Context: an optimization exercise on an open-source flow, tuned for small area and a short achievable clock period. The choices shown serve that exercise and are no tape-out recipe. Only simulation tests tie the RTL to the original design; equivalence was not proved. Power is estimated from default activity; no workload was simulated.

==> design/flow/design.v <==
package tru_pkg;
   localparam int NUM_PORTS = 8;
   localparam int PORT_ID_W = 3;
   localparam int FID_W    = 4;
   localparam int FID_NUM  = 16;
   localparam int SUB_NUM  = 4;
   localparam int SUB_ID_W = 2;
   localparam int STABLE_CNT_W = 7;
   localparam logic [STABLE_CNT_W-1:0] STABLE_CNT_MAX = 7'd100;
   localparam int W0_W   = 2 * NUM_PORTS;
   localparam int PAT_W  = 14;
   localparam int PORT_W = 19;
endpackage
`timescale 1ns/1ps
module tru_port_state
(
   input  logic                           clk,
   input  logic                           rst_n_i,
   input  logic [tru_pkg::NUM_PORTS-1:0]  ep_status_i,
   output logic [tru_pkg::NUM_PORTS-1:0]  stable_o    
);
   logic [tru_pkg::STABLE_CNT_W-1:0] cnt_q [tru_pkg::NUM_PORTS];
   logic [tru_pkg::NUM_PORTS-1:0]    sat_w;
   always_comb
   begin
      for (int p = 0; p < tru_pkg::NUM_PORTS; p++)
      begin
         sat_w[p] = cnt_q[p][6] & cnt_q[p][5] & cnt_q[p][2];
      end
   end
   always_ff @(posedge clk)
   begin
      for (int p = 0; p < tru_pkg::NUM_PORTS; p++)
      begin
         if (!rst_n_i || !ep_status_i[p])
         begin
            cnt_q[p] <= '0;
         end
         else if (!sat_w[p])
         begin
            cnt_q[p] <= cnt_q[p] + 1'b1;
         end
      end
   end
   assign stable_o = {tru_pkg::NUM_PORTS{rst_n_i}} & ep_status_i & sat_w;
endmodule
`timescale 1ns/1ps
module tru_tab
(
   input  logic                             clk,
   input  logic                             rst_n_i,
   input  logic                             wr_i,
   input  logic [tru_pkg::FID_W-1:0]        wr_fid_i,
   input  logic [tru_pkg::SUB_ID_W-1:0]     wr_sub_i,
   input  logic [tru_pkg::W0_W-1:0]         wr_w0_i,     
   input  logic [tru_pkg::PAT_W-1:0]        wr_pat_i,    
   input  logic [tru_pkg::PORT_W-1:0]       wr_port_i,
   input  logic [tru_pkg::FID_NUM-1:0]      rd_sel_i,    
   output logic [tru_pkg::W0_W-1:0]         rd_w0_o,
   output logic [3*tru_pkg::PAT_W-1:0]      rd_pat_o,    
   output logic [3*tru_pkg::PORT_W-1:0]     rd_port_o    
);
   localparam int NF    = tru_pkg::FID_NUM;
   localparam int W0_W  = tru_pkg::W0_W;
   localparam int PAT_W = tru_pkg::PAT_W;
   localparam int POR_W = tru_pkg::PORT_W;
   logic [W0_W-1:0]  w0_q   [NF];
   logic [PAT_W-1:0] pat_q  [NF*3];    
   logic [POR_W-1:0] port_q [NF*3];
   logic [W0_W-1:0]  w0_wdata;
   logic [PAT_W-1:0] pat_wdata;
   assign w0_wdata  = wr_w0_i & {W0_W{rst_n_i}};
   assign pat_wdata = wr_pat_i & {PAT_W{rst_n_i}};
   always_ff @(posedge clk)
   begin
      for (int f = 0; f < NF; f++)
      begin
         if (!rst_n_i || (wr_i && wr_fid_i == f && wr_sub_i == 0))
         begin
            w0_q[f] <= w0_wdata;
         end
         for (int s = 1; s < 4; s++)
         begin
            if (!rst_n_i || (wr_i && wr_fid_i == f && wr_sub_i == s))
            begin
               pat_q[f*3+s-1] <= pat_wdata;
            end
         end
      end
   end
   always_ff @(posedge clk)
   begin
      for (int f = 0; f < NF; f++)
      begin
         for (int s = 1; s < 4; s++)
         begin
            if (wr_i && wr_fid_i == f && wr_sub_i == s)
            begin
               port_q[f*3+s-1] <= wr_port_i;
            end
         end
      end
   end
   logic [W0_W-1:0]    w0_acc;
   logic [3*PAT_W-1:0] pat_acc;
   logic [3*POR_W-1:0] port_acc;
   always_comb
   begin
      w0_acc   = '0;
      pat_acc  = '0;
      port_acc = '0;
      for (int f = 0; f < NF; f++)
      begin
         w0_acc = w0_acc | (w0_q[f] & {W0_W{rd_sel_i[f]}});
         for (int s = 0; s < 3; s++)
         begin
            pat_acc[s*PAT_W +: PAT_W]  = pat_acc[s*PAT_W +: PAT_W] |
                                         (pat_q[f*3+s] & {PAT_W{rd_sel_i[f]}});
            port_acc[s*POR_W +: POR_W] = port_acc[s*POR_W +: POR_W] |
                                         (port_q[f*3+s] & {POR_W{rd_sel_i[f]}});
         end
      end
   end
   assign rd_w0_o   = w0_acc;
   assign rd_pat_o  = pat_acc;
   assign rd_port_o = port_acc;
endmodule
`timescale 1ns/1ps
module tru_resolve
(
   input  logic                                clk,
   input  logic                                rst_n_i,
   input  logic                                req_valid_i,   
   input  logic [tru_pkg::PORT_ID_W-1:0]       req_port_i,
   input  logic [tru_pkg::NUM_PORTS-1:0]       pass_all_i,
   input  logic [tru_pkg::W0_W-1:0]            entry_w0_i,    
   input  logic [3*tru_pkg::PAT_W-1:0]         entry_pat_i,
   input  logic [3*tru_pkg::PORT_W-1:0]        entry_port_i,
   input  logic [tru_pkg::NUM_PORTS-1:0]       stable_i,      
   output logic                                resp_valid_o,  
   output logic                                resp_drop_o,
   output logic [tru_pkg::PORT_ID_W-1:0]       resp_port_o,
   output logic [tru_pkg::NUM_PORTS-1:0]       resp_port_mask_o
);
   localparam int NP    = tru_pkg::NUM_PORTS;
   localparam int PAT_W = tru_pkg::PAT_W;
   localparam int POR_W = tru_pkg::PORT_W;
   function automatic logic [5:0] pat_dec(input logic [4:0] c);
      case (c)
         5'd1: pat_dec = 6'b111111;
         5'd2: pat_dec = 6'b111101;
         5'd3: pat_dec = 6'b111110;
         5'd4: pat_dec = 6'b110111;
         5'd5: pat_dec = 6'b110101;
         5'd6: pat_dec = 6'b110110;
         5'd7: pat_dec = 6'b111011;
         5'd8: pat_dec = 6'b111001;
         5'd9: pat_dec = 6'b111010;
         5'd10: pat_dec = 6'b011111;
         5'd11: pat_dec = 6'b011101;
         5'd12: pat_dec = 6'b011110;
         5'd13: pat_dec = 6'b010111;
         5'd14: pat_dec = 6'b010101;
         5'd15: pat_dec = 6'b010110;
         5'd16: pat_dec = 6'b011011;
         5'd17: pat_dec = 6'b011001;
         5'd18: pat_dec = 6'b011010;
         5'd19: pat_dec = 6'b101111;
         5'd20: pat_dec = 6'b101101;
         5'd21: pat_dec = 6'b101110;
         5'd22: pat_dec = 6'b100111;
         5'd23: pat_dec = 6'b100101;
         5'd24: pat_dec = 6'b100110;
         5'd25: pat_dec = 6'b101011;
         5'd26: pat_dec = 6'b101001;
         5'd27: pat_dec = 6'b101010;
         default: pat_dec = 6'b000000;
      endcase
   endfunction
   function automatic logic [8:0] port_dec(input logic [6:0] c);
      case (c)
         7'd0: port_dec = 9'b100100100;
         7'd1: port_dec = 9'b100100101;
         7'd2: port_dec = 9'b100100110;
         7'd3: port_dec = 9'b100100111;
         7'd4: port_dec = 9'b100101100;
         7'd5: port_dec = 9'b100101101;
         7'd6: port_dec = 9'b100101110;
         7'd7: port_dec = 9'b100101111;
         7'd8: port_dec = 9'b100110100;
         7'd9: port_dec = 9'b100110101;
         7'd10: port_dec = 9'b100110110;
         7'd11: port_dec = 9'b100110111;
         7'd12: port_dec = 9'b100111100;
         7'd13: port_dec = 9'b100111101;
         7'd14: port_dec = 9'b100111110;
         7'd15: port_dec = 9'b100111111;
         7'd16: port_dec = 9'b101100100;
         7'd17: port_dec = 9'b101100101;
         7'd18: port_dec = 9'b101100110;
         7'd19: port_dec = 9'b101100111;
         7'd20: port_dec = 9'b101101100;
         7'd21: port_dec = 9'b101101101;
         7'd22: port_dec = 9'b101101110;
         7'd23: port_dec = 9'b101101111;
         7'd24: port_dec = 9'b101110100;
         7'd25: port_dec = 9'b101110101;
         7'd26: port_dec = 9'b101110110;
         7'd27: port_dec = 9'b101110111;
         7'd28: port_dec = 9'b101111100;
         7'd29: port_dec = 9'b101111101;
         7'd30: port_dec = 9'b101111110;
         7'd31: port_dec = 9'b101111111;
         7'd32: port_dec = 9'b110100100;
         7'd33: port_dec = 9'b110100101;
         7'd34: port_dec = 9'b110100110;
         7'd35: port_dec = 9'b110100111;
         7'd36: port_dec = 9'b110101100;
         7'd37: port_dec = 9'b110101101;
         7'd38: port_dec = 9'b110101110;
         7'd39: port_dec = 9'b110101111;
         7'd40: port_dec = 9'b110110100;
         7'd41: port_dec = 9'b110110101;
         7'd42: port_dec = 9'b110110110;
         7'd43: port_dec = 9'b110110111;
         7'd44: port_dec = 9'b110111100;
         7'd45: port_dec = 9'b110111101;
         7'd46: port_dec = 9'b110111110;
         7'd47: port_dec = 9'b110111111;
         7'd48: port_dec = 9'b111100100;
         7'd49: port_dec = 9'b111100101;
         7'd50: port_dec = 9'b111100110;
         7'd51: port_dec = 9'b111100111;
         7'd52: port_dec = 9'b111101100;
         7'd53: port_dec = 9'b111101101;
         7'd54: port_dec = 9'b111101110;
         7'd55: port_dec = 9'b111101111;
         7'd56: port_dec = 9'b111110100;
         7'd57: port_dec = 9'b111110101;
         7'd58: port_dec = 9'b111110110;
         7'd59: port_dec = 9'b111110111;
         7'd60: port_dec = 9'b111111100;
         7'd61: port_dec = 9'b111111101;
         7'd62: port_dec = 9'b111111110;
         7'd63: port_dec = 9'b111111111;
         7'd64: port_dec = 9'b100100000;
         7'd65: port_dec = 9'b100101000;
         7'd66: port_dec = 9'b100110000;
         7'd67: port_dec = 9'b100111000;
         7'd68: port_dec = 9'b101100000;
         7'd69: port_dec = 9'b101101000;
         7'd70: port_dec = 9'b101110000;
         7'd71: port_dec = 9'b101111000;
         7'd72: port_dec = 9'b110100000;
         7'd73: port_dec = 9'b110101000;
         7'd74: port_dec = 9'b110110000;
         7'd75: port_dec = 9'b110111000;
         7'd76: port_dec = 9'b111100000;
         7'd77: port_dec = 9'b111101000;
         7'd78: port_dec = 9'b111110000;
         7'd79: port_dec = 9'b111111000;
         7'd80: port_dec = 9'b100000100;
         7'd81: port_dec = 9'b100000101;
         7'd82: port_dec = 9'b100000110;
         7'd83: port_dec = 9'b100000111;
         7'd84: port_dec = 9'b101000100;
         7'd85: port_dec = 9'b101000101;
         7'd86: port_dec = 9'b101000110;
         7'd87: port_dec = 9'b101000111;
         7'd88: port_dec = 9'b110000100;
         7'd89: port_dec = 9'b110000101;
         7'd90: port_dec = 9'b110000110;
         7'd91: port_dec = 9'b110000111;
         7'd92: port_dec = 9'b111000100;
         7'd93: port_dec = 9'b111000101;
         7'd94: port_dec = 9'b111000110;
         7'd95: port_dec = 9'b111000111;
         7'd96: port_dec = 9'b000100100;
         7'd97: port_dec = 9'b000100101;
         7'd98: port_dec = 9'b000100110;
         7'd99: port_dec = 9'b000100111;
         7'd100: port_dec = 9'b000101100;
         7'd101: port_dec = 9'b000101101;
         7'd102: port_dec = 9'b000101110;
         7'd103: port_dec = 9'b000101111;
         7'd104: port_dec = 9'b000110100;
         7'd105: port_dec = 9'b000110101;
         7'd106: port_dec = 9'b000110110;
         7'd107: port_dec = 9'b000110111;
         7'd108: port_dec = 9'b000111100;
         7'd109: port_dec = 9'b000111101;
         7'd110: port_dec = 9'b000111110;
         7'd111: port_dec = 9'b000111111;
         7'd112: port_dec = 9'b000000100;
         7'd113: port_dec = 9'b000000101;
         7'd114: port_dec = 9'b000000110;
         7'd115: port_dec = 9'b000000111;
         7'd116: port_dec = 9'b000100000;
         7'd117: port_dec = 9'b000101000;
         7'd118: port_dec = 9'b000110000;
         7'd119: port_dec = 9'b000111000;
         7'd120: port_dec = 9'b100000000;
         7'd121: port_dec = 9'b101000000;
         7'd122: port_dec = 9'b110000000;
         7'd123: port_dec = 9'b111000000;
         7'd124: port_dec = 9'b000000000;
         default: port_dec = 9'b000000000;
      endcase
   endfunction
   logic [NP-1:0]   down_w;
   logic [3:1]      match_w;
   logic                          s1_valid_q;
   logic [3:1]                    s1_match_q;
   logic [3*POR_W-1:0]            s1_code_q;       
   logic [NP-1:0]                 s1_egress_q;     
   logic                          s1_ingr_q;       
   logic [NP-1:0]                 s1_enabled_q;    
   logic [tru_pkg::PORT_ID_W-1:0] s1_port_q;
   logic [NP-1:0]   egress_w;
   logic [3*NP-1:0] sel_w;    
   logic [3*NP-1:0] egr_w;
   logic [3*NP-1:0] ingr_w;
   logic            ingr_r;
   logic            drop_w;
   logic [NP-1:0]   mask_w;
   logic                          resp_valid_q;
   logic                          resp_drop_q;
   logic [tru_pkg::PORT_ID_W-1:0] resp_port_q;
   logic [NP-1:0]                 resp_port_mask_q;
   assign down_w = ~stable_i;
   for (genvar s = 1; s < 4; s++)
   begin : g_pat
      logic [PAT_W-1:0] pw;
      logic [5:0]       pa, pb;
      logic [NP-1:0]    pat_x, pat_y;
      assign pw = entry_pat_i[(s-1)*PAT_W +: PAT_W];
      assign pa = pat_dec(pw[4:0]);
      assign pb = pat_dec(pw[9:5]);
      for (genvar p = 0; p < 3; p++)
      begin : g_port
         assign pat_x[p]   = pa[2*p+1];
         assign pat_y[p]   = pa[2*p];
         assign pat_x[p+3] = pb[2*p+1];
         assign pat_y[p+3] = pb[2*p];
      end
      assign {pat_x[7], pat_y[7], pat_x[6], pat_y[6]} = pw[13:10];
      assign match_w[s] = &((down_w & pat_x) | (~down_w & pat_y));
   end
   always_ff @(posedge clk)
   begin
      if (!rst_n_i)
      begin
         s1_valid_q <= 1'b0;
      end
      else
      begin
         s1_valid_q <= req_valid_i;
      end
   end
   always_ff @(posedge clk)
   begin
      s1_match_q   <= match_w;
      s1_code_q    <= entry_port_i;
      s1_egress_q  <= entry_w0_i[NP +: NP];
      s1_ingr_q    <= entry_w0_i[req_port_i];
      s1_enabled_q <= pass_all_i & stable_i;
      s1_port_q    <= req_port_i;
   end
   for (genvar s = 1; s < 4; s++)
   begin : g_sub
      logic [POR_W-1:0] cw;
      logic [8:0]       ta, tb;
      logic [4:0]       pc;
      assign cw = s1_code_q[(s-1)*POR_W +: POR_W];
      assign ta = port_dec(cw[6:0]);
      assign tb = port_dec(cw[13:7]);
      for (genvar p = 0; p < 3; p++)
      begin : g_port
         assign {sel_w[(s-1)*NP+p], egr_w[(s-1)*NP+p], ingr_w[(s-1)*NP+p]} = ta[3*p +: 3];
         assign {sel_w[(s-1)*NP+p+3], egr_w[(s-1)*NP+p+3], ingr_w[(s-1)*NP+p+3]} = tb[3*p +: 3];
      end
      assign pc = cw[18:14];
      assign sel_w[(s-1)*NP+6]  = ~(pc[4] & pc[3]);
      assign sel_w[(s-1)*NP+7]  = ~pc[4] | (pc[3] & ~pc[2]);
      assign egr_w[(s-1)*NP+6]  = pc[1];
      assign ingr_w[(s-1)*NP+6] = pc[0];
      assign egr_w[(s-1)*NP+7]  = pc[4] ? pc[1] : pc[3];
      assign ingr_w[(s-1)*NP+7] = pc[4] ? pc[0] : pc[2];
   end
   always_comb
   begin
      egress_w = s1_egress_q;
      ingr_r   = s1_ingr_q;
      for (int s = 1; s < 4; s++)
      begin
         if (s1_match_q[s])
         begin
            egress_w = (egress_w & ~sel_w[(s-1)*NP +: NP]) |
                       (egr_w[(s-1)*NP +: NP] & sel_w[(s-1)*NP +: NP]);
            if (sel_w[(s-1)*NP + s1_port_q])
            begin
               ingr_r = ingr_w[(s-1)*NP + s1_port_q];
            end
         end
      end
   end
   assign drop_w = !(ingr_r && s1_enabled_q[s1_port_q]);
   assign mask_w = drop_w ? '0 : (egress_w & s1_enabled_q & ~(NP'(1) << s1_port_q));
   always_ff @(posedge clk)
   begin
      if (!rst_n_i)
      begin
         resp_valid_q     <= 1'b0;
         resp_drop_q      <= 1'b0;
         resp_port_q      <= '0;
         resp_port_mask_q <= '0;
      end
      else
      begin
         resp_valid_q     <= s1_valid_q;
         resp_drop_q      <= drop_w;
         resp_port_q      <= s1_port_q;
         resp_port_mask_q <= mask_w;
      end
   end
   assign resp_valid_o     = resp_valid_q;
   assign resp_drop_o      = resp_drop_q;
   assign resp_port_o      = resp_port_q;
   assign resp_port_mask_o = resp_port_mask_q;
endmodule
`timescale 1ns/1ps
module tru_top
(
   input  logic        clk,
   input  logic        rst_n_i,
   input  logic        tab_wr_en_i,
   input  logic [3:0]  tab_wr_fid_i,
   input  logic [1:0]  tab_wr_sub_i,
   input  logic        tab_wr_valid_i,
   input  logic [7:0]  tab_wr_pattern_mask_i,
   input  logic [7:0]  tab_wr_pattern_match_i,
   input  logic [7:0]  tab_wr_ports_mask_i,
   input  logic [7:0]  tab_wr_ports_egress_i,
   input  logic [7:0]  tab_wr_ports_ingress_i,
   input  logic        req_valid_i,
   input  logic [3:0]  req_fid_i,
   input  logic [2:0]  req_port_i,
   input  logic [7:0]  ep_status_i,
   input  logic [7:0]  pass_all_i,
   output logic        resp_valid_o,
   output logic        resp_drop_o,
   output logic [2:0]  resp_port_o,
   output logic [7:0]  resp_port_mask_o
);
   localparam int NP    = tru_pkg::NUM_PORTS;
   localparam int W0_W  = tru_pkg::W0_W;
   localparam int PAT_W = tru_pkg::PAT_W;
   localparam int POR_W = tru_pkg::PORT_W;
   function automatic logic [4:0] pat_enc(input logic [2:0] m, input logic [2:0] v);
      logic [4:0] t [3];
      for (int p = 0; p < 3; p++)
      begin
         t[p] = m[p] ? (v[p] ? 5'd2 : 5'd1) : 5'd0;
      end
      pat_enc = 5'd1 + t[0] + 5'd3 * t[1] + 5'd9 * t[2];
   endfunction
   function automatic logic [6:0] port_enc(input logic [2:0] s, input logic [2:0] e,
                                           input logic [2:0] i);
      case (s)
         3'b111:  port_enc = {1'b0, e[2], i[2], e[1], i[1], e[0], i[0]};
         3'b110:  port_enc = {3'b100, e[2], i[2], e[1], i[1]};
         3'b101:  port_enc = {3'b101, e[2], i[2], e[0], i[0]};
         3'b011:  port_enc = {3'b110, e[1], i[1], e[0], i[0]};
         3'b001:  port_enc = {5'b11100, e[0], i[0]};
         3'b010:  port_enc = {5'b11101, e[1], i[1]};
         3'b100:  port_enc = {5'b11110, e[2], i[2]};
         default: port_enc = 7'b1111100;
      endcase
   endfunction
   logic [NP-1:0]                port_stable;
   logic [tru_pkg::FID_NUM-1:0]  rd_sel;
   logic [W0_W-1:0]              rd_w0;
   logic [3*PAT_W-1:0]           rd_pat;
   logic [3*POR_W-1:0]           rd_port;
   for (genvar f = 0; f < tru_pkg::FID_NUM; f++)
   begin : g_sel
      assign rd_sel[f] = (req_fid_i == f);
   end
   logic             never_w;
   logic [NP-1:0]    wm, wv, ws, we, wi;
   logic [W0_W-1:0]  wr_w0;
   logic [PAT_W-1:0] wr_pat;
   logic [POR_W-1:0] wr_port;
   logic [1:0]       ps, pe, pi;
   assign wm = tab_wr_pattern_mask_i;
   assign wv = tab_wr_pattern_match_i;
   assign ws = tab_wr_ports_mask_i;
   assign we = tab_wr_ports_egress_i;
   assign wi = tab_wr_ports_ingress_i;
   assign never_w = !tab_wr_valid_i || ((wv & ~wm) != '0);
   assign wr_w0  = {W0_W{tab_wr_valid_i}} & {we, wi};
   assign wr_pat = never_w ? '0 :
                   {~wm[7] | wv[7], ~wm[7] | ~wv[7], ~wm[6] | wv[6], ~wm[6] | ~wv[6],
                    pat_enc(wm[5:3], wv[5:3]), pat_enc(wm[2:0], wv[2:0])};
   assign ps = ws[7:6];
   assign pe = we[7:6];
   assign pi = wi[7:6];
   assign wr_port[18:14] = (ps == 2'b11) ? {1'b0, pe[1], pi[1], pe[0], pi[0]} :
                           (ps == 2'b01) ? {3'b100, pe[0], pi[0]} :
                           (ps == 2'b10) ? {3'b110, pe[1], pi[1]} :
                                           5'b11100;
   assign wr_port[13:7]  = port_enc(ws[5:3], we[5:3], wi[5:3]);
   assign wr_port[6:0]   = port_enc(ws[2:0], we[2:0], wi[2:0]);
   tru_port_state u_port_state
   (
      .clk         (clk),
      .rst_n_i     (rst_n_i),
      .ep_status_i (ep_status_i),
      .stable_o    (port_stable)
   );
   tru_tab u_tab
   (
      .clk         (clk),
      .rst_n_i     (rst_n_i),
      .wr_i        (tab_wr_en_i),
      .wr_fid_i    (tab_wr_fid_i),
      .wr_sub_i    (tab_wr_sub_i),
      .wr_w0_i     (wr_w0),
      .wr_pat_i    (wr_pat),
      .wr_port_i   (wr_port),
      .rd_sel_i    (rd_sel),
      .rd_w0_o     (rd_w0),
      .rd_pat_o    (rd_pat),
      .rd_port_o   (rd_port)
   );
   tru_resolve u_resolve
   (
      .clk              (clk),
      .rst_n_i          (rst_n_i),
      .req_valid_i      (req_valid_i),
      .req_port_i       (req_port_i),
      .pass_all_i       (pass_all_i),
      .entry_w0_i       (rd_w0),
      .entry_pat_i      (rd_pat),
      .entry_port_i     (rd_port),
      .stable_i         (port_stable),
      .resp_valid_o     (resp_valid_o),
      .resp_drop_o      (resp_drop_o),
      .resp_port_o      (resp_port_o),
      .resp_port_mask_o (resp_port_mask_o)
   );
endmodule
==> design/flow/run.sh <==
#!/bin/bash
# synth_recipe.tcl (not shown) runs the flow's synth.tcl, then flattens the netlist and writes it again
# the make line also repeats each setting of config.mk as NAME=value (left out here)
make -C /OpenROAD-flow-scripts/flow DESIGN_CONFIG=/design/flow/config.mk WORK_HOME=/design/flow/orfs CLKGATE_MAP_FILE= SYNTH_SCRIPT=/design/flow/synth_recipe.tcl finish
==> design/flow/config.mk <==
export PLATFORM = sky130hd
export DESIGN_NAME = tru_top
export DESIGN_NICKNAME = tru_top
export VERILOG_FILES = /design/flow/design.v
export SDC_FILE = /design/flow/constraint.sdc
export NUM_CORES = 4
export LEC_CHECK = 0
export CAP_MARGIN = 20
export CORE_MARGIN = 2
export CORE_UTILIZATION = 40
export SETUP_SLACK_MARGIN = 2.5
export SLEW_MARGIN = 20
export SYNTH_HIERARCHICAL = 1
==> design/flow/constraint.sdc <==
create_clock -name core_clock -period 5.0 [get_ports {clk}]
set_input_delay 1.0000 -clock core_clock [delete_from_list [all_inputs] [get_ports {clk}]]
set_output_delay 1.0000 -clock core_clock [all_outputs]
set_load 0.01 [all_outputs]
==> flow_summary.toml, run 1 <==
[run_status]
outcome = "timing/DRC/antenna clean"

[timing]
post-route-min-period_ns = 3.31
maxSlewViolCount = 0
clock_skew_ns = 0.0592
finalSetupTns_ns = 0
finalSetupViolCount = 0
fin_crit_sh_pct = 66.1
slew_headroom_pct = 36.5
max_freq_mhz = 302
rsz0062_at_grt = "true"
hold_viol_final = 0
setup_slack_ns = 1.69
worst_slew_pin_slew_ns = 0.953

[clock_tree]
cts.sinks = 2002
clk_pin_slew_worst_paths_ns = 0.06
cts_made_buffers = 193
clkLatencyLatePin_ns = 0.87
cts_tree = "built"
htree_levels = 4
cts-root-buf = "clkbuf_16"
postCtsHoldBufs = 0
cts_buffer_depth = 3

[routing]
drc = 0
antenna_left = 0
dr.first_iter.drc_count = 6502
via_count = 47900
via_per_inst = 6.11
drtPass1Iterations = 6
wl_per_cell_um = 31.2
wl_um = 245000

[logic_synthesis]
synth_top_area_share_pct = 72.6
synth_area_um2 = 76100
ys_async_sr_fraction_pct = 0
synth_area_leader_cell = "edfxtp_1"
synth_area_leaders = "edfxtp_1 (73%), a22o_1 (5.3%), a221oi_1 (5.3%)"
synthesis.instances = 4514
syn_area_per_cell_um2 = 16.9
synth_nets = 4639
ys_seq_area_share_pct = 76.8
yosys_warnings = 16
ys_seq_elements = 2002
synth_ff_type = "edfxtp_1"
synth_cell_types = 84
synth_edf_count = 1840

[place]
dp_slack_ns = 0.162
gp_congestion = 0.853
portBuffers = 86
hpwl_um = 131000

[critical_path]
worstSetupPathType = "in2reg"
start_kind = "input port"
worstPathArrival_ns = 4.08
crit_slowest_cell = "or4_4"
cp_max_fo = 10
path_cells = "buf_6 > buf_12 > nand2_8 > buf_4 > nor3_4 > buf_12 > buf_6 > a221oi_1 > nand4_1 > buf_4 > buf_4 > nor3_2 > or4_1 > or4_4 > nor4_4"
slowest_delay_ns = 0.54
setup.worst_path.end_class = "flop"
critPathBufInv = 7
critPathTopFamily = "simple AND/OR/NAND/NOR gates"
rrSetupSlack_ns = 2.12
critPathMostFrequentCell = "buf_4"
required_ns = 5.77

[grt]
grt_overflow = 0
grt_pass1_vias = 45500
grt_pass1_wl_um = 333000
grt_max_degree = 74
antenna_found_initial = 13
grt_use_total_pct = 24.0

[min_path]
hold_class = "reg2reg"

[floorplanning]
num_rows = 160
ioPinCount = 87
dieArea_um2 = 194000
start_util_pct = 40.2
coreArea_um2 = 190000
die_h_um = 440
die_w_um = 440

[power]
p_per_area_nw_per_um2 = 389
peakVddDrop_mv = 0.352
power_leakage_nw = 31.9

[flow_run]
cap_violations = 0

[layout]
drive_gt1_share_pct = 26.9
areaGrowthSynthToFinish_pct = 24.8
final_nets = 5284
[cells in the mapped netlist (30+ instances only)]
cell	n
nand2_1	149
inv_1	58
nand4_1	121
o21ai_0	159
nand3_1	65
dfxtp_1	162
buf_2	32
nor2b_1	34
a211oi_1	30
clkbuf_1	188
buf_6	54
ha_1	45
edfxtp_1	1840
a21oi_1	80
nor2_1	144
nand2b_1	32
a22o_1	465
a221oi_1	462
and2_1	78
[area by class of cell]
class | instances | area [µm²]
Clock buffer | 266 | 5300
Tap cell | 2511 | 3140
Multi-Input combinational cell | 2199 | 18900
Inverter | 60 | 236
Sequential cell | 2002 | 58500
Fill cell | 15300 | 94600
Timing Repair Buffer | 703 | 7750
Clock inverter | 96 | 1120
Antenna cell | 7 | 17.5
[registers in the layout (all words and copies together), names as in the netlist]
| signal | flops |
|---|---|
| u_tab.port_q | 912 |
| u_tab.pat_q | 672 |
| u_tab.w0_q | 256 |
| u_port_state.cnt_q | 56 |
| u_resolve.g_sub.ta | 27 |
| u_resolve.g_sub.tb | 27 |
| u_resolve.s1_code_q | 15 |
| u_resolve.resp_port_mask_q | 8 |
| u_resolve.s1_egress_q | 8 |
| u_resolve.s1_enabled_q | 8 |
| u_resolve.resp_port_q | 3 |
| u_resolve.s1_match_q | 3 |
| u_resolve.s1_port_q | 3 |
| u_resolve.resp_drop_q | 1 |
| u_resolve.resp_valid_q | 1 |
| u_resolve.s1_ingr_q | 1 |
| u_resolve.s1_valid_q | 1 |
[routing by layer]
metal	up-vias	GRT usage [%]	routed length (µm)	part of all wire (%)
met1	24700	32.5	97100	40
met4	0	8.80	9290	3.8
met5	-	0	0	0
met3	424	5.70	26200	11
li1	20100	-	-	-
met2	2628	37.7	112000	46
[Yosys stat by module, one instance, submodules excluded]
| module | flops+latches | cell area, µm² |
|---|---|---|
| tru_top | 0 | 1210 |
| tru_resolve | 106 | 6410 |
| tru_tab | 1840 | 66100 |
| tru_port_state | 56 | 2380 |
[worst register-to-register path: stages, from the launching register on]
cell      delay, ns
edfxtp_1       0.40
a22o_1         0.26
a221oi_2       0.27
nand4_1        0.20
buf_4          0.19
ha_4           0.16
nor2b_2        0.15
a211oi_2       0.14
a21oi_1        0.08
o221a_2        0.31
or4_4          0.54
nor4_4         0.13
[what timing repair did]
| item | in CTS | in global routing |
|---|---|---|
| cloned | 57 | 16 |
| resized for setup | 415 | 180 |
| pin swaps | 136 | 116 |
| buffers inserted | 192 | 60 |
| setup endpoints to repair | 2098 | 814 |
[kinds of logic after synthesis]
logic type               share of synthesized area (%)
adder cells (fa/ha/maj)                          0.897
AO/OA/AOI/OAI                                     13.8
AND/OR/NAND/NOR                                   5.03
buffers and inverters                             2.40
XOR/XNOR                                         0.242
flip-flops                                        76.8
multiplexers                                     0.782
[final timing paths]
check                       start                 endpoint  cells past startpoint
max                  req_fid_i[3]  u_resolve.s1_match_q[2]                     15
min          u_resolve.s1_valid_q   u_resolve.resp_valid_q                      1
max reg2reg     u_tab.pat_q[1][5]  u_resolve.s1_match_q[2]                     11
min reg2reg  u_resolve.s1_valid_q   u_resolve.resp_valid_q                      1
[cells in the final DEF, fill, tap and decap left out, types with 54 or more instances in the layout]
master	count
a221oi_1	320
buf_6	81
nand4_1	121
buf_4	411
nand2_1	130
and2_1	59
nand3_1	56
a22o_1	464
clkbuf_16	205
buf_12	86
edfxtp_1	1840
nor2_1	76
a21oi_1	71
dfxtp_1	157
a221oi_2	127
o21ai_0	60
clkbuf_1	54
[power by group]
group | internal, W | leakage, nW | switching [W] | total [W]
registers | 0.0190 | 18.7 | 0.000248 | 0.0192
clock network | 0.00826 | 3.09 | 0.00644 | 0.0147
logic | 0.00118 | 10.1 | 0.00186 | 0.00304
total | 0.0284 | 31.9 | 0.00855 | 0.0370
[through the flow]
| step | cell area [µm²] | instances | power (W) | util, % | hold WS, ns |
|---|---|---|---|---|---|
| 2_1_floorplan | 77500 | 4514 | 0.0209 | - | 0.412 |
| 5_1_grt | 95000 | 7838 | 0.0380 | 50.1 | 0.451 |
| 4_1_cts | 93400 | 7761 | 0.0369 | 49.2 | 0.439 |
| 6_report | 95000 | 7844 | 0.0370 | 50.1 | 0.431 |
| 3_3_place_gp | 82800 | 7150 | 0.0219 | 43.7 | 0.416 |
| 3_5_place_dp | 82800 | 7150 | 0.0220 | 43.7 | 0.423 |
==> inputs of run 2 (changes only) <==
--- a/design/flow/config.mk
+++ b/design/flow/config.mk
@@ -7,7 +7,7 @@
 export LEC_CHECK = 0
 export CAP_MARGIN = 20
 export CORE_MARGIN = 2
-export CORE_UTILIZATION = 40
+export CORE_UTILIZATION = 60
 export SETUP_SLACK_MARGIN = 2.5
 export SLEW_MARGIN = 20
 export SYNTH_HIERARCHICAL = 1
==> run 2 against run 1 <==
  * Still clean
  * Cell count decreased by 11%
  * Global-route usage increased by 11 points
  * Setup slack improved by 0.059 ns
  * Synthesized cell count unchanged
  * Clock skew decreased by 0.040 ns
  * Via count increased by 1.4%
  * Non-clock buffer count increased by 33
  * Synthesized area unchanged
  * Routed wire length decreased by 3.2%
  * Sequential power about the same
  * Maximum frequency increased by 1.8%
  * Largest cell class unchanged
==> flow_summary.toml, run 2 <==
[layout]
largest_reg_flops = 912
top_register = "u_tab.port_q"
drive_gt1_share_pct = 27.7
filler_cell_count = 7379
reg_top3 = "u_tab.port_q (912), u_tab.pat_q (672), u_tab.w0_q (256)"
final_common_cell = "edfxtp_1"
areaGrowthSynthToFinish_pct = 24.2
fin_cells = 7017
final_cell_mix = "edfxtp_1 (1840), a22o_1 (460), buf_4 (397), a221oi_1 (303), clkbuf_16 (205)"
final_nets = 5319

[timing]
finalSetupViolCount = 0
finalSetupTns_ns = 0
worst_slew_pin_slew_ns = 1.19
max_freq_mhz = 308
post-route-min-period_ns = 3.25
slew_headroom_pct = 20.4
clock_skew_ns = 0.0194
fin_crit_sh_pct = 64.9
maxSlewViolCount = 0
rsz0062_at_grt = "true"
hold_viol_final = 0

[place]
gp_congestion = 0.911
hpwl_um = 128000
dp.cells = 6232
portBuffers = 86

[logic_synthesis]
synth_ff_type = "edfxtp_1"
synth_area_um2 = 76100
ys_async_sr_fraction_pct = 0
syn_area_per_cell_um2 = 16.9
synth_nets = 4639
yosys_warnings = 16
synth_top_area_share_pct = 72.6
netlist_top_cells_count = "edfxtp_1 (1840), a22o_1 (465), a221oi_1 (462)"
synth_edf_count = 1840
synthesis.instances = 4514
synth_area_leader_cell = "edfxtp_1"
ys_seq_elements = 2002
ys_seq_area_share_pct = 76.8
synth_cell_types = 84
synth.most_common_cell = "edfxtp_1"
synth_area_leaders = "edfxtp_1 (73%), a22o_1 (5.3%), a221oi_1 (5.3%)"

[power]
power_leakage_nw = 32.2
p_total_w = 0.0366
peakVddDrop_mv = 0.365
p_per_area_nw_per_um2 = 388

[routing]
wl_per_cell_um = 33.8
via_count = 48600
drtPass1Iterations = 6
wl_um = 237000
dr.first_iter.drc_count = 7011
via_per_inst = 6.92
drc = 0
antenna_left = 0

[floorplanning]
num_rows = 130
die_w_um = 360
start_util_pct = 60.5
coreArea_um2 = 126000
die_h_um = 360
dieArea_um2 = 130000
ioPinCount = 87

[critical_path]
start_kind = "input port"
worstSetupPathType = "in2reg"
worstPathArrival_ns = 3.98
cp_max_fo = 11
required_ns = 5.74
setup.worst_path.end_class = "flop"

[grt]
grt_overflow = 0
grt_max_degree = 67
grt_use_total_pct = 35.3
antenna_found_initial = 6
grt_pass1_vias = 45600
grt_pass1_wl_um = 326000

[clock_tree]
clkLatencyLatePin_ns = 0.83
clk_pin_slew_worst_paths_ns = 0.06
cts_buffer_depth = 3
postCtsHoldBufs = 0
cts.sinks = 2002
cts_made_buffers = 194
cts_tree = "built"
htree_levels = 4
cts-root-buf = "clkbuf_16"

[run_status]
outcome = "timing/DRC/antenna clean"

[flow_run]
cap_violations = 0

[min_path]
hold_class = "reg2reg"
## run 2: cell count changes in the layout (fill, tap and decap cells not counted), sizes merged, moves of 3 or more
cell	delta
buf	+33
clkdlybuf4s15	-7
clkdlybuf4s50	+4
inv	+4
bufbuf	+3
bufinv	-3
clkinv	+3
diode	-3
## run 2: worst paths after layout
kind                         from                       to  slack [ns]  cells past startpoint
max reg2reg     u_tab.pat_q[4][5]  u_resolve.s1_match_q[2]        2.20                     10
min          u_resolve.s1_valid_q   u_resolve.resp_valid_q        0.44                      1
max                  req_fid_i[3]  u_resolve.s1_match_q[2]        1.75                     15
min reg2reg  u_resolve.s1_valid_q   u_resolve.resp_valid_q        0.44                      1
## run 2: Yosys stat by module, one instance, submodules excluded
| module | cell area, µm² | cells inside | copies in the design |
|---|---|---|---|
| tru_tab | 66100 | 3273 | 1 |
| tru_resolve | 6410 | 781 | 1 |
| tru_port_state | 2380 | 269 | 1 |
| tru_top | 1210 | 191 | 1 |
## run 2: cells by family after synthesis
logic type | synth area share, %
and+or+nand+nor | 5.03
DFF | 76.8
buffers and inverters | 2.40
xor gates and xnor gates | 0.242
adders and majority gates | 0.897
muxes | 0.782
AOI/OAI and AO/OA | 13.8
## run 2: cell type report
type / count / area (µm²) / share of cell area (%)
Clock buffer: 267 / 5300 / 5.60
Multi-Input combinational cell: 2200 / 19100 / 20.2
Antenna cell: 4 / 10.0 / 0.0106
Clock inverter: 98 / 852 / 0.901
Tap cell: 1650 / 2060 / 2.18
Timing Repair Buffer: 736 / 8480 / 8.97
Inverter: 60 / 236 / 0.250
Sequential cell: 2002 / 58500 / 61.9
## run 2: timing repair
action,4_1_cts,5_1_grt
endpoints found under the setup margin,1992,1290
pin swaps,172,129
setup buffers,232,105
gates cloned,45,34
resized for setup,411,258
## run 2: per-stage QoR
stage	utilization (%)	setup WS, ns	hold slack [ns]	cell area [µm²]
2_1_floorplan	-	1.19	0.412	77500
4_1_cts	73.3	1.76	0.449	92100
6_report	75.2	1.75	0.444	94500
3_3_place_gp	64.6	0.124	0.413	81200
3_5_place_dp	64.6	0.0651	0.434	81200
5_1_grt	75.2	1.67	0.456	94500
## run 2: power breakdown
group	switching [W]	internal (W)
registers	0.000266	0.0190
clock network	0.00624	0.00804
logic	0.00188	0.00122
## run 2: critical path, stage by stage
cell and delay, ns:
buf_12 0.12, nand2b_4 0.19, nor3_4 0.06, buf_12 0.13, buf_12 0.15, a22o_1 0.25, a221oi_4 0.22, nand4_1 0.23
ha_4 0.23, nor2b_1 0.15, a211oi_2 0.23, a21oi_2 0.06, o221a_2 0.28, or4_4 0.53, nor4_2 0.13
## run 2: routing by layer
layer	global-route usage (%)	routed length (µm)	up-vias	part of all wire [%]
met5	0	38	-	0.016
met2	54.5	109000	3079	46
li1	-	-	20200	-
met3	7.10	27200	458	11
met1	51.0	92100	24800	39
met4	11.6	8800	6	3.7
==> inputs of run 3 (changes only) <==
--- a/design/flow/design.v
+++ b/design/flow/design.v
@@ -145,38 +145,6 @@
    localparam int NP    = tru_pkg::NUM_PORTS;
    localparam int PAT_W = tru_pkg::PAT_W;
    localparam int POR_W = tru_pkg::PORT_W;
-   function automatic logic [5:0] pat_dec(input logic [4:0] c);
-      case (c)
-         5'd1: pat_dec = 6'b111111;
-         5'd2: pat_dec = 6'b111101;
-         5'd3: pat_dec = 6'b111110;
-         5'd4: pat_dec = 6'b110111;
-         5'd5: pat_dec = 6'b110101;
-         5'd6: pat_dec = 6'b110110;
-         5'd7: pat_dec = 6'b111011;
-         5'd8: pat_dec = 6'b111001;
-         5'd9: pat_dec = 6'b111010;
-         5'd10: pat_dec = 6'b011111;
-         5'd11: pat_dec = 6'b011101;
-         5'd12: pat_dec = 6'b011110;
-         5'd13: pat_dec = 6'b010111;
-         5'd14: pat_dec = 6'b010101;
-         5'd15: pat_dec = 6'b010110;
-         5'd16: pat_dec = 6'b011011;
-         5'd17: pat_dec = 6'b011001;
-         5'd18: pat_dec = 6'b011010;
-         5'd19: pat_dec = 6'b101111;
-         5'd20: pat_dec = 6'b101101;
-         5'd21: pat_dec = 6'b101110;
-         5'd22: pat_dec = 6'b100111;
-         5'd23: pat_dec = 6'b100101;
-         5'd24: pat_dec = 6'b100110;
-         5'd25: pat_dec = 6'b101011;
-         5'd26: pat_dec = 6'b101001;
-         5'd27: pat_dec = 6'b101010;
-         default: pat_dec = 6'b000000;
-      endcase
-   endfunction
    function automatic logic [8:0] port_dec(input logic [6:0] c);
       case (c)
          7'd0: port_dec = 9'b100100100;
@@ -327,24 +295,25 @@
    logic                          resp_drop_q;
    logic [tru_pkg::PORT_ID_W-1:0] resp_port_q;
    logic [NP-1:0]                 resp_port_mask_q;
+   function automatic logic grp_match(input logic [4:0] c, input logic [2:0] d);
+      grp_match = ( c[4] &  c[3] & (c[2] ~^ d[2]) & (c[1] ~^ d[1]) & (c[0] ~^ d[0])) |
+                  ( c[4] & ~c[3] & ~c[2] & (c[1] ~^ d[1]) & (c[0] ~^ d[2])) |
+                  ( c[4] & ~c[3] &  c[2] & (c[1] ~^ d[0]) & (c[0] ~^ d[2])) |
+                  (~c[4] &  c[3] & ~c[2] & (c[1] ~^ d[0]) & (c[0] ~^ d[1])) |
+                  (~c[4] &  c[3] &  c[2] & ~c[1] & (c[0] ~^ d[0])) |
+                  (~c[4] &  c[3] &  c[2] &  c[1] & (c[0] ~^ d[1])) |
+                  (~c[4] & ~c[3] &  c[2] & ~c[1] & (c[0] ~^ d[2])) |
+                  (~c[4] & ~c[3] &  c[2] &  c[1] & ~c[0]);
+   endfunction
    assign down_w = ~stable_i;
    for (genvar s = 1; s < 4; s++)
    begin : g_pat
       logic [PAT_W-1:0] pw;
-      logic [5:0]       pa, pb;
-      logic [NP-1:0]    pat_x, pat_y;
       assign pw = entry_pat_i[(s-1)*PAT_W +: PAT_W];
-      assign pa = pat_dec(pw[4:0]);
-      assign pb = pat_dec(pw[9:5]);
-      for (genvar p = 0; p < 3; p++)
-      begin : g_port
-         assign pat_x[p]   = pa[2*p+1];
-         assign pat_y[p]   = pa[2*p];
-         assign pat_x[p+3] = pb[2*p+1];
-         assign pat_y[p+3] = pb[2*p];
-      end
-      assign {pat_x[7], pat_y[7], pat_x[6], pat_y[6]} = pw[13:10];
-      assign match_w[s] = &((down_w & pat_x) | (~down_w & pat_y));
+      assign match_w[s] = grp_match(pw[4:0], down_w[2:0]) &
+                          grp_match(pw[9:5], down_w[5:3]) &
+                          (down_w[7] ? pw[13] : pw[12]) &
+                          (down_w[6] ? pw[11] : pw[10]);
    end
    always_ff @(posedge clk)
    begin
@@ -457,12 +426,16 @@
    localparam int PAT_W = tru_pkg::PAT_W;
    localparam int POR_W = tru_pkg::PORT_W;
    function automatic logic [4:0] pat_enc(input logic [2:0] m, input logic [2:0] v);
-      logic [4:0] t [3];
-      for (int p = 0; p < 3; p++)
-      begin
-         t[p] = m[p] ? (v[p] ? 5'd2 : 5'd1) : 5'd0;
-      end
-      pat_enc = 5'd1 + t[0] + 5'd3 * t[1] + 5'd9 * t[2];
+      case (m)
+         3'b111:  pat_enc = {2'b11, v[2], v[1], v[0]};
+         3'b110:  pat_enc = {3'b100, v[1], v[2]};
+         3'b101:  pat_enc = {3'b101, v[0], v[2]};
+         3'b011:  pat_enc = {3'b010, v[0], v[1]};
+         3'b001:  pat_enc = {4'b0110, v[0]};
+         3'b010:  pat_enc = {4'b0111, v[1]};
+         3'b100:  pat_enc = {4'b0010, v[2]};
+         default: pat_enc = 5'b00110;
+      endcase
    endfunction
    function automatic logic [6:0] port_enc(input logic [2:0] s, input logic [2:0] e,
                                            input logic [2:0] i);
--- a/design/flow/config.mk
+++ b/design/flow/config.mk
@@ -8,6 +8,8 @@
 export CAP_MARGIN = 20
 export CORE_MARGIN = 2
 export CORE_UTILIZATION = 60
+export CTS_CLUSTER_DIAMETER = 100
+export CTS_CLUSTER_SIZE = 30
 export SETUP_SLACK_MARGIN = 2.5
 export SLEW_MARGIN = 20
 export SYNTH_HIERARCHICAL = 1
==> run 3 against run 2 <==
  * Total power is 19% lower
  * First-iteration DRC count is 11% higher
  * Sequential power barely moved
  * Register-to-register slack got worse by 0.06 ns
  * Non-clock buffer count down 90
  * Hold slack improved by 0.010 ns
  * Via count down 5.1%
==> flow_summary.toml, run 3 <==
[power]
seqPwrFrac_pct = 64.7
clkPwrFrac_pct = 26.6
peakVddDrop_mv = 0.299
p_per_area_nw_per_um2 = 340
p_sw_w = 0.00677
p_int_w = 0.0229
comb_power_share_pct = 8.7
p_sw_share_pct = 22.8
power_leakage_nw = 29.0

[logic_synthesis]
synth_area_leader_cell = "edfxtp_1"
synthesis.instances = 4342
ys_seq_area_share_pct = 77.9
synth_nets = 4427
synth_area_leaders = "edfxtp_1 (74%), a221oi_1 (5.4%), a22o_1 (5.4%)"
ys_async_sr_fraction_pct = 0
synth_area_um2 = 75100
syn_area_per_cell_um2 = 17.3
synth_cell_types = 91
netlist_top_cells_count = "edfxtp_1 (1840), a221oi_1 (467), a22o_1 (465)"
synth_ff_type = "edfxtp_1"
synth_edf_count = 1840
synth.most_common_cell = "edfxtp_1"
synth_top_area_share_pct = 73.6
yosys_warnings = 14
ys_seq_elements = 2002

[layout]
final_nets = 4900
reg_top3 = "u_tab.port_q (912), u_tab.pat_q (672), u_tab.w0_q (256)"
drive_gt1_share_pct = 22.5
areaGrowthSynthToFinish_pct = 16.1
top_register = "u_tab.port_q"
largest_reg_flops = 912
final_cell_mix = "edfxtp_1 (1840), a22o_1 (465), buf_4 (367), a221oi_1 (326), dfxtp_1 (161)"
fin_cells = 6516
final_common_cell = "edfxtp_1"

[routing]
wl_um = 229000
dr.first_iter.drc_count = 7751
drtPass1Iterations = 7
antenna_left = 0
via_count = 46100
via_per_inst = 7.07
drc = 0
wl_per_cell_um = 35.1

[clock_tree]
clk_pin_slew_worst_paths_ns = 0.11
cts_tree = "built"
clkLatencyLatePin_ns = 0.73
postCtsHoldBufs = 0
cts_made_buffers = 76
cts_buffer_depth = 3
cts-root-buf = "clkbuf_16"
cts.sinks = 2002
htree_levels = 3

[timing]
finalSetupViolCount = 0
holdWs_ns = 0.455
post-route-min-period_ns = 3.08
fin_crit_sh_pct = 61.7
setup_slack_ns = 1.92
worst_slew_pin_slew_ns = 0.998
rsz0062_at_grt = "true"
maxSlewViolCount = 0
slew_headroom_pct = 33.5
finalSetupTns_ns = 0
clock_skew_ns = 0.0295
max_freq_mhz = 324
hold_viol_final = 0

[floorplanning]
die_w_um = 358
num_rows = 129
coreArea_um2 = 124000
start_util_pct = 60.6
die_h_um = 358
dieArea_um2 = 128000
ioPinCount = 87

[critical_path]
rrSetupSlack_ns = 2.14
reg2reg_depth = 6
cp_max_fo = 5
setup.worst_path.end_class = "flop"
start_kind = "input port"
worstPathArrival_ns = 3.73
r2r-start = "u_resolve.s1_match_q[1]"
required_ns = 5.64
worstSetupPathType = "in2reg"
r2r_end = "u_resolve.resp_port_mask_q[7]"

[place]
hpwl_um = 124000
gp_congestion = 0.843
portBuffers = 86
dp_slack_ns = 0.441
dp.cells = 6032

[min_path]
whs_endpoint = "u_resolve.resp_valid_q"
min-delay-start = "u_resolve.s1_valid_q"
hold_class = "reg2reg"
hold-path-cell-count = 1

[grt]
antenna_found_initial = 9
grt_pass1_vias = 42400
grt_use_total_pct = 34.9
grt_max_degree = 66
grt_pass1_wl_um = 315000
grt_overflow = 0

[flow_run]
cap_violations = 0

[run_status]
outcome = "timing/DRC/antenna clean"
[run 3: cell count changes in the layout (fill, tap and decap cells not counted), sizes merged, moves of 12 or more]
cell,delta
a211oi,-20
a21oi,-20
and2,-12
buf,-93
bufinv,-12
clkbuf,-140
clkinv,-74
ha,-34
inv,-28
nand2,-29
nor2b,-12
o21ai,-15
[run 3: worst max-delay path by stage]
stage                                         end          from
final                     u_resolve.s1_match_q[2]  req_fid_i[1]
after global routing      u_resolve.s1_match_q[2]  req_fid_i[1]
after CTS                 u_resolve.s1_match_q[1]  req_fid_i[1]
after detailed placement  u_resolve.s1_match_q[1]  req_fid_i[2]
after global placement    u_resolve.s1_match_q[1]  req_fid_i[2]
after floorplan           u_resolve.s1_match_q[3]  req_fid_i[1]
[run 3: cells by family (layout without fill, tap and decap cells)]
group                      count (synthesis)  in the layout  share of synthesized area (%)
xor gates and xnor gates                  37             37                          0.432
muxes                                     46             46                          0.790
other                                      0              7                              0
adders and majority gates                 11             11                          0.183
AOI/OAI and AO/OA                       1260           1262                           13.6
buffers and inverters                    317            813                           2.22
and+or+nand+nor                          669            701                           4.83
DFF                                     2002           2002                           77.9
[run 3: Yosys stat by module (local to each module, per instance)]
module | copies in the design | flops+latches | cells | cell area, µm²
tru_tab | 1 | 1840 | 3273 | 66100
tru_resolve | 1 | 106 | 638 | 5660
tru_port_state | 1 | 56 | 269 | 2380
tru_top | 1 | 0 | 162 | 907
[run 3: metrics by stage]
step / util [%] / instance area [µm²] / total power (W)
final: 70.3 / 87200 / 0.0297
after detailed placement: 64.4 / 79800 / 0.0215
after CTS: 69.0 / 85500 / 0.0294
after global placement: 64.4 / 79800 / 0.0215
after floorplan: - / 76300 / 0.0207
after global routing: 70.3 / 87100 / 0.0304
[run 3: power by group through the flow]
stage / clock network (W) / registers (W) / logic [W]
after global routing: 0.00847 / 0.0193 / 0.00269
after floorplan: 0 / 0.0195 / 0.00120
after CTS: 0.00793 / 0.0192 / 0.00233
after detailed placement: 0 / 0.0196 / 0.00198
final: 0.00790 / 0.0192 / 0.00258
after global placement: 0 / 0.0195 / 0.00195
[run 3: critical path, cell delays in order]
cell and delay, ns:
buf_12 0.09, buf_6 0.11, nand2b_4 0.21, nor3_4 0.09, buf_4 0.14, buf_6 0.13, buf_16 0.13, buf_12 0.12
a22o_1 0.25, a221oi_4 0.28, nand4_1 0.25, nor3_2 0.27, a21oi_1 0.08, nor3_2 0.22, a311oi_2 0.07, nor4b_2 0.26
[run 3: layout make-up]
cell class | instances | area [µm²]
Inverter | 32 | 125
Tap cell | 1637 | 2050
Clock inverter | 8 | 65.1
Clock buffer | 127 | 2110
Fill cell | 7932 | 36800
Sequential cell | 2002 | 58500
Multi-Input combinational cell | 2057 | 17400
Timing Repair Buffer | 646 | 6940
Antenna cell | 7 | 17.5
[run 3: repair_timing]
action | 4_1_cts | 5_1_grt
buffers inserted | 193 | 94
pin swaps | 92 | 108
gates resized for setup | 295 | 189
cloned | 50 | 5
setup endpoints to repair | 2632 | 1640
[run 3: metal layers]
layer	routed length, µm	part of all wire (%)	GRT usage, %	vias up
met5	33	0.014	0	-
met4	7410	3.2	10.6	4
met3	27500	12	6.44	355
met2	103000	45	52.5	2871
met1	90600	40	52.8	23800
li1	-	-	-	19000
==> inputs of run 4 (changes only) <==
--- a/design/flow/config.mk
+++ b/design/flow/config.mk
@@ -8,8 +8,6 @@
 export CAP_MARGIN = 20
 export CORE_MARGIN = 2
 export CORE_UTILIZATION = 60
-export CTS_CLUSTER_DIAMETER = 100
-export CTS_CLUSTER_SIZE = 30
-export SETUP_SLACK_MARGIN = 2.5
+export SETUP_SLACK_MARGIN = 3.0
 export SLEW_MARGIN = 20
 export SYNTH_HIERARCHICAL = 1
==> run 4 against run 3 <==
  * Clock skew is 0.0024 ns higher
  * Critical path depth shrank 1
  * Sequential power about the same
  * Cell area up 10%
  * Hold slack got worse by 0.0078 ns
  * Highest routed layer unchanged
  * Register-to-register slack improved by 0.38 ns
  * Critical path type unchanged
  * Die area unchanged
==> flow_summary.toml, run 4 <==
[run_status]
outcome = "timing/DRC/antenna clean"

[clock_tree]
cts.sinks = 2002
clk_pin_slew_worst_paths_ns = 0.06
cts_tree = "built"
cts_made_buffers = 192
clkLatencyLatePin_ns = 0.84
postCtsHoldBufs = 0
cts_buffer_depth = 3
htree_levels = 4
cts-root-buf = "clkbuf_16"

[power]
p_sw_share_pct = 22.9
comb_power_share_pct = 8.3
power_leakage_nw = 32.7
p_sw_w = 0.00843
p_total_w = 0.0368
peakVddDrop_mv = 0.393
seqPwrFrac_pct = 52.3
p_int_w = 0.0283
clkPwrFrac_pct = 39.4
p_per_area_nw_per_um2 = 382

[logic_synthesis]
syn_area_per_cell_um2 = 17.3
synth_top_area_share_pct = 73.6
yosys_warnings = 14
synthesis.instances = 4342
synth_ff_type = "edfxtp_1"
synth_area_leader_cell = "edfxtp_1"
synth_area_um2 = 75100
ys_seq_area_share_pct = 77.9
synth_nets = 4427
synth_edf_count = 1840
netlist_top_cells_count = "edfxtp_1 (1840), a221oi_1 (467), a22o_1 (465)"
synth_area_leaders = "edfxtp_1 (74%), a221oi_1 (5.4%), a22o_1 (5.4%)"
synth.most_common_cell = "edfxtp_1"
ys_seq_elements = 2002
synth_cell_types = 91
ys_async_sr_fraction_pct = 0

[timing]
rsz0062_at_grt = "true"
fin_crit_sh_pct = 58.2
hold_viol_final = 0
max_freq_mhz = 344
worst_slew_pin_slew_ns = 1.07
finalSetupViolCount = 0
maxSlewViolCount = 0
slew_headroom_pct = 28.6
clock_skew_ns = 0.0318
post-route-min-period_ns = 2.91
finalSetupTns_ns = 0

[layout]
top_register = "u_tab.port_q"
final_cell_mix = "edfxtp_1 (1840), a22o_1 (463), buf_4 (321), a221oi_1 (282), buf_12 (223)"
final_common_cell = "edfxtp_1"
final_nets = 5177
filler_cell_count = 6686
largest_reg_flops = 912
drive_gt1_share_pct = 31.2
areaGrowthSynthToFinish_pct = 28.1
reg_top3 = "u_tab.port_q (912), u_tab.pat_q (672), u_tab.w0_q (256)"

[routing]
drc = 0
drtPass1Iterations = 8
antenna_left = 0
via_count = 49600
via_per_inst = 7.19
dr.first_iter.drc_count = 7999
wl_um = 259000
wl_per_cell_um = 37.5

[place]
hpwl_um = 125000
gp_congestion = 0.846
portBuffers = 86

[floorplanning]
ioPinCount = 87
die_w_um = 358
die_h_um = 358
dieArea_um2 = 128000
coreArea_um2 = 124000
num_rows = 129
start_util_pct = 60.6

[critical_path]
rrSetupSlack_ns = 2.52
required_ns = 5.76
setup.worst_path.end_class = "flop"
slowest_delay_ns = 0.36
worstSetupPathType = "in2reg"
crit_slowest_cell = "nand4_1"
worstPathArrival_ns = 3.67
start_kind = "input port"
critPathBufInv = 4
r2r-start = "u_tab.pat_q[0][9]"
reg2reg_depth = 8
path_cells = "buf_16 > nand2b_4 > nor2_4 > buf_12 > buf_8 > buf_4 > a22o_1 > a221oi_2 > nand4_1 > nor2b_2 > a211oi_2 > a21oi_1 > nand3_1 > o211ai_1 > and3_1"
r2r_end = "u_resolve.s1_match_q[1]"
cp_max_fo = 6
critPathTopFamily = "simple AND/OR/NAND/NOR gates"

[flow_run]
cap_violations = 0

[grt]
grt_overflow = 0
grt_pass1_vias = 46500
grt_pass1_wl_um = 345000
antenna_found_initial = 16
grt_max_degree = 51
grt_use_total_pct = 38.6

[min_path]
hold-path-cell-count = 1
whs_endpoint = "u_resolve.resp_valid_q"
min-delay-start = "u_resolve.s1_valid_q"
hold_class = "reg2reg"
-- run 4: per-module statistics from Yosys (local to each module, per instance) --
module / area [µm²] / times used / flip-flops and latches
tru_top: 907 / 1 / 0
tru_tab: 66100 / 1 / 1840
tru_resolve: 5660 / 1 / 106
tru_port_state: 2380 / 1 / 56
-- run 4: power groups by stage --
stage	Combinational (W)	Clock [W]	Sequential, W
2_1_floorplan	0.00131	0	0.0195
3_3_place_gp	0.00200	0	0.0195
3_5_place_dp	0.00204	0	0.0196
4_1_cts	0.00271	0.0145	0.0192
5_1_grt	0.00313	0.0152	0.0193
6_report	0.00305	0.0145	0.0192
-- run 4: cells by family (layout without fill, tap and decap cells) --
family | Yosys count | count (layout) | share of synthesized area, %
flip-flops | 2002 | 2002 | 77.9
AO/OA/AOI/OAI | 1260 | 1266 | 13.6
AND/OR/NAND/NOR | 669 | 754 | 4.83
buffers and inverters | 317 | 1140 | 2.22
multiplexers | 46 | 48 | 0.790
XOR/XNOR | 37 | 37 | 0.432
adder cells (fa/ha/maj) | 11 | 11 | 0.183
other | 0 | 4 | 0
-- run 4: how the worst max path moves through the flow --
stage / depth (start not counted) / from / slack (ns) / end
2_1_floorplan: 13 / req_fid_i[1] / 1.77 / u_resolve.s1_match_q[3]
3_3_place_gp: 14 / req_fid_i[3] / 0.31 / u_resolve.s1_match_q[2]
3_5_place_dp: 12 / req_fid_i[3] / 0.21 / u_resolve.s1_match_q[2]
4_1_cts: 14 / req_fid_i[3] / 2.28 / u_resolve.s1_match_q[2]
5_1_grt: 14 / req_fid_i[3] / 2.02 / u_resolve.s1_match_q[1]
6_report: 15 / req_fid_i[0] / 2.09 / u_resolve.s1_match_q[3]
-- run 4: worst register-to-register path: stages, from the launching register on --
cell and delay (ns):
edfxtp_1 0.38, a22o_1 0.27, a221oi_1 0.39, nand4_1 0.31
buf_4 0.26, nor2_1 0.14, nor4b_1 0.24, o21ai_0 0.14
a311oi_1 0.26
-- run 4: final cells by class --
type | count | area, µm² | share of cell area (%)
clock inverter | 98 | 877 | 0.912
tap | 1637 | 2050 | 2.13
sequential | 2002 | 58500 | 60.8
antenna | 4 | 10.0 | 0.0104
timing repair inverter | 3 | 22.5 | 0.0234
timing repair buffer | 745 | 9600 | 9.97
multi-input combinational | 2116 | 19700 | 20.4
clock buffer | 262 | 5360 | 5.57
inverter | 32 | 129 | 0.134
-- run 4: repair_timing --
| action | in CTS | in global routing |
|---|---|---|
| cloned | 82 | 38 |
| gates resized for setup | 526 | 194 |
| pin swaps | 228 | 106 |
| endpoints found under the setup margin | 3528 | 1843 |
| setup buffers | 406 | 80 |
-- run 4: metal layers --
metal  global-route usage, %  wire length [µm]  up-vias
li1                        -                 -    19900
met1                    53.6             93400    25200
met2                    57.3            114000     3776
met3                    9.73             34600      811
met4                    19.9             16500       10
met5                       0                68        -
-- run 4: per-stage QoR --
step,worst slack (ns),hold slack [ns],instance area [µm²],instances,util [%]
finish,2.09,0.447,96200,6899,77.6
CTS,2.28,0.456,94200,6777,76.0
global route,2.02,0.482,96200,6896,77.6
floorplan,1.77,0.412,78100,4342,-
global placement,0.311,0.425,80500,5929,64.9
detailed placement,0.214,0.440,80500,5929,64.9
==> inputs of run 5 (changes only) <==
--- a/design/flow/design.v
+++ b/design/flow/design.v
@@ -278,11 +278,13 @@
    logic [NP-1:0]   down_w;
    logic [3:1]      match_w;
    logic                          s1_valid_q;
-   logic [3:1]                    s1_match_q;
+   logic [3*PAT_W-1:0]            s1_pat_q;        
+   logic [NP-1:0]                 s1_down_q;
    logic [3*POR_W-1:0]            s1_code_q;       
    logic [NP-1:0]                 s1_egress_q;     
    logic                          s1_ingr_q;       
-   logic [NP-1:0]                 s1_enabled_q;    
+   logic                          s1_en_req_q;     
+   logic [NP-1:0]                 s1_fwd_q;        
    logic [tru_pkg::PORT_ID_W-1:0] s1_port_q;
    logic [NP-1:0]   egress_w;
    logic [3*NP-1:0] sel_w;    
@@ -305,11 +307,11 @@
                   (~c[4] & ~c[3] &  c[2] & ~c[1] & (c[0] ~^ d[2])) |
                   (~c[4] & ~c[3] &  c[2] &  c[1] & ~c[0]);
    endfunction
-   assign down_w = ~stable_i;
+   assign down_w = s1_down_q;
    for (genvar s = 1; s < 4; s++)
    begin : g_pat
       logic [PAT_W-1:0] pw;
-      assign pw = entry_pat_i[(s-1)*PAT_W +: PAT_W];
+      assign pw = s1_pat_q[(s-1)*PAT_W +: PAT_W];
       assign match_w[s] = grp_match(pw[4:0], down_w[2:0]) &
                           grp_match(pw[9:5], down_w[5:3]) &
                           (down_w[7] ? pw[13] : pw[12]) &
@@ -328,11 +330,13 @@
    end
    always_ff @(posedge clk)
    begin
-      s1_match_q   <= match_w;
+      s1_pat_q     <= entry_pat_i;
+      s1_down_q    <= ~stable_i;
       s1_code_q    <= entry_port_i;
       s1_egress_q  <= entry_w0_i[NP +: NP];
       s1_ingr_q    <= entry_w0_i[req_port_i];
-      s1_enabled_q <= pass_all_i & stable_i;
+      s1_en_req_q  <= pass_all_i[req_port_i] & stable_i[req_port_i];
+      s1_fwd_q     <= pass_all_i & stable_i & ~(NP'(1) << req_port_i);
       s1_port_q    <= req_port_i;
    end
    for (genvar s = 1; s < 4; s++)
@@ -362,7 +366,7 @@
       ingr_r   = s1_ingr_q;
       for (int s = 1; s < 4; s++)
       begin
-         if (s1_match_q[s])
+         if (match_w[s])
          begin
             egress_w = (egress_w & ~sel_w[(s-1)*NP +: NP]) |
                        (egr_w[(s-1)*NP +: NP] & sel_w[(s-1)*NP +: NP]);
@@ -373,8 +377,8 @@
          end
       end
    end
-   assign drop_w = !(ingr_r && s1_enabled_q[s1_port_q]);
-   assign mask_w = drop_w ? '0 : (egress_w & s1_enabled_q & ~(NP'(1) << s1_port_q));
+   assign drop_w = !(ingr_r && s1_en_req_q);
+   assign mask_w = drop_w ? '0 : (egress_w & s1_fwd_q);
    always_ff @(posedge clk)
    begin
       if (!rst_n_i)
--- a/design/flow/config.mk
+++ b/design/flow/config.mk
@@ -8,6 +8,8 @@
 export CAP_MARGIN = 20
 export CORE_MARGIN = 2
 export CORE_UTILIZATION = 60
-export SETUP_SLACK_MARGIN = 3.0
+export CTS_CLUSTER_DIAMETER = 100
+export CTS_CLUSTER_SIZE = 30
+export SETUP_SLACK_MARGIN = 2.4
 export SLEW_MARGIN = 20
 export SYNTH_HIERARCHICAL = 1
==> run 5 against run 4 <==
  * Highest routed layer unchanged
  * Sequential cell count increased by 48
  * Clock power is 44% lower
  * Setup slack improved by 0.096 ns
  * Still clean on timing, DRC and antenna
  * Global-route usage shrank 5.7 points
  * Sequential power up 3%
  * Utilization fell by 9.2 points
==> flow_summary.toml, run 5 <==
[place]
hpwl_um = 124000
dp_slack_ns = 0.517
gp_congestion = 0.888
dpl_cell_area_um2 = 80400
portBuffers = 86

[timing]
setup_slack_ns = 2.19
max_freq_mhz = 355
fin_crit_sh_pct = 56.3
finalSetupTns_ns = 0
clock_skew_ns = 0.0216
post-route-min-period_ns = 2.81
slew_headroom_pct = 26.5
hold_viol_final = 0
holdWs_ns = 0.462

[layout]
drive_gt1_share_pct = 18.6
reg_top3 = "u_tab.port_q (912), u_tab.pat_q (672), u_tab.w0_q (256)"
filler_cell_count = 8297
largest_reg_flops = 912
top_register = "u_tab.port_q"
final_common_cell = "edfxtp_1"

[clock_tree]
cts_tree = "built"
cts_buffer_depth = 3
clkLatencyLatePin_ns = 0.73
cts_made_buffers = 78
cts-root-buf = "clkbuf_16"
postCtsHoldBufs = 0

[logic_synthesis]
synth_nets = 4487
synth_area_leader_cell = "edfxtp_1"
netlist_top_cells_count = "edfxtp_1 (1840), a22o_1 (466), a221oi_1 (460)"
syn_area_per_cell_um2 = 17.3
synth.most_common_cell = "edfxtp_1"
synthesis.instances = 4402
synth_area_um2 = 76000
yosys_warnings = 14
ys_seq_elements = 2050
ys_seq_area_share_pct = 78.3
synth_cell_types = 81

[power]
power_leakage_nw = 28.4
p_int_w = 0.0233
clkPwrFrac_pct = 27.1
p_per_area_nw_per_um2 = 351
peakVddDrop_mv = 0.399
p_sw_share_pct = 22.6
seqPwrFrac_pct = 65.4
p_sw_w = 0.00683

[critical_path]
worstSetupPathType = "reg2reg"
required_ns = 5.61
slowest_delay_ns = 0.38
setup.worst_path.end_class = "flop"
worstPathArrival_ns = 3.42
crit_slowest_cell = "dfxtp_4"

[routing]
dr.first_iter.drc_count = 6515
drc = 0
wl_per_cell_um = 34.9
via_count = 45000
via_per_inst = 7.00
antenna_left = 0
wl_um = 224000

[grt]
grt_overflow = 0
grt_use_total_pct = 33.0
antenna_found_initial = 12
grt_pass1_wl_um = 306000
grt_max_degree = 66

[flow_run]
cap_violations = 0

[floorplanning]
start_util_pct = 60.5
coreArea_um2 = 126000
dieArea_um2 = 129000
die_w_um = 360
num_rows = 130

[run_status]
outcome = "timing/DRC/antenna clean"

[min_path]
hold_class = "reg2reg"
run 5: per-stage QoR:
| step | utilization [%] | cells | power [W] |
|---|---|---|---|
| after floorplan | - | 4402 | 0.0211 |
| after global placement | 64.0 | 6082 | 0.0220 |
| after detailed placement | 64.0 | 6082 | 0.0220 |
| after CTS | 67.3 | 6350 | 0.0300 |
| after global routing | 68.4 | 6432 | 0.0309 |
| final | 68.4 | 6433 | 0.0302 |
run 5: critical path: cells and delay by family (launching register included):
kind | cells | cell delay, ns
flip-flops | 1 | 0.38
XOR/XNOR | 1 | 0.11
buffers and inverters | 3 | 0.41
AND/OR/NAND/NOR | 1 | 0.24
multiplexers | 2 | 0.57
AO/OA/AOI/OAI | 4 | 0.96
run 5: cell type report:
class / instances / area [µm²] / area share, %
inverter: 56 / 223 / 0.259
sequential: 2050 / 59500 / 69.3
clock buffer: 139 / 2270 / 2.64
multi-input combinational: 2048 / 17000 / 19.8
timing repair buffer: 482 / 4710 / 5.48
antenna: 3 / 7.51 / 0.00874
tap: 1650 / 2060 / 2.40
clock inverter: 5 / 58.8 / 0.0685
run 5: power groups by stage:
stage / combinational [W] / clock [W] / sequential (W)
finish: 0.00224 / 0.00818 / 0.0197
global route: 0.00236 / 0.00875 / 0.0198
CTS: 0.00209 / 0.00822 / 0.0197
detailed placement: 0.00190 / 0 / 0.0201
global placement: 0.00187 / 0 / 0.0201
floorplan: 0.00116 / 0 / 0.0200
run 5: path summary, 6_finish.rpt:
path	start	end	slack, ns	cells past startpoint
max reg2reg	u_resolve.s1_pat_q[8]	u_resolve.resp_port_mask_q[0]	2.19	11
min	u_resolve.s1_valid_q	u_resolve.resp_valid_q	0.46	1
min reg2reg	u_resolve.s1_valid_q	u_resolve.resp_valid_q	0.46	1
max	u_resolve.s1_pat_q[8]	u_resolve.resp_port_mask_q[0]	2.19	11
run 5: per-layer routing:
metal	global-route usage (%)	vias up	routed length, µm
met5	0	-	35
met4	11.7	6	10300
met3	4.64	377	18500
met2	54.4	2277	109000
met1	45.4	23500	86000
li1	-	18900	-
run 5: kinds of logic (layout without fill, tap and decap cells):
kind of cell,Yosys count,in the layout,synth area share (%)
flops,2050,2050,78.3
compound gates,1258,1261,13.5
simple gates,658,689,4.54
buf+inv,338,682,2.26
xor+xnor,46,46,0.530
mux,41,41,0.708
fa+ha+maj,11,11,0.181
other cells,0,3,0
run 5: modules after synthesis, one instance, submodules excluded:
module	flip-flops and latches	cell area (µm²)	copies in the design	cells inside
tru_tab	1840	66100	1	3273
tru_resolve	154	6540	1	698
tru_port_state	56	2380	1	269
tru_top	0	907	1	162
run 5: timing repair:
| action | 4_1_cts | 5_1_grt |
|---|---|---|
| gates resized for setup | 189 | 145 |
| pin swaps | 59 | 47 |
| setup buffers | 112 | 51 |
| endpoints found under the setup margin | 2150 | 1380 |
| hold endpoints to repair | 0 | 0 |
| cloned | 12 | 28 |

Re-timed with assumed drivers on the ports (clkbuf_16 on the clock, buf_2 on other inputs), run 5 has 2.186 ns of setup slack against 2.186 ns with ideal ports, and 1.621 ns once port delays also move by the mid clock arrival of 0.799 ns.
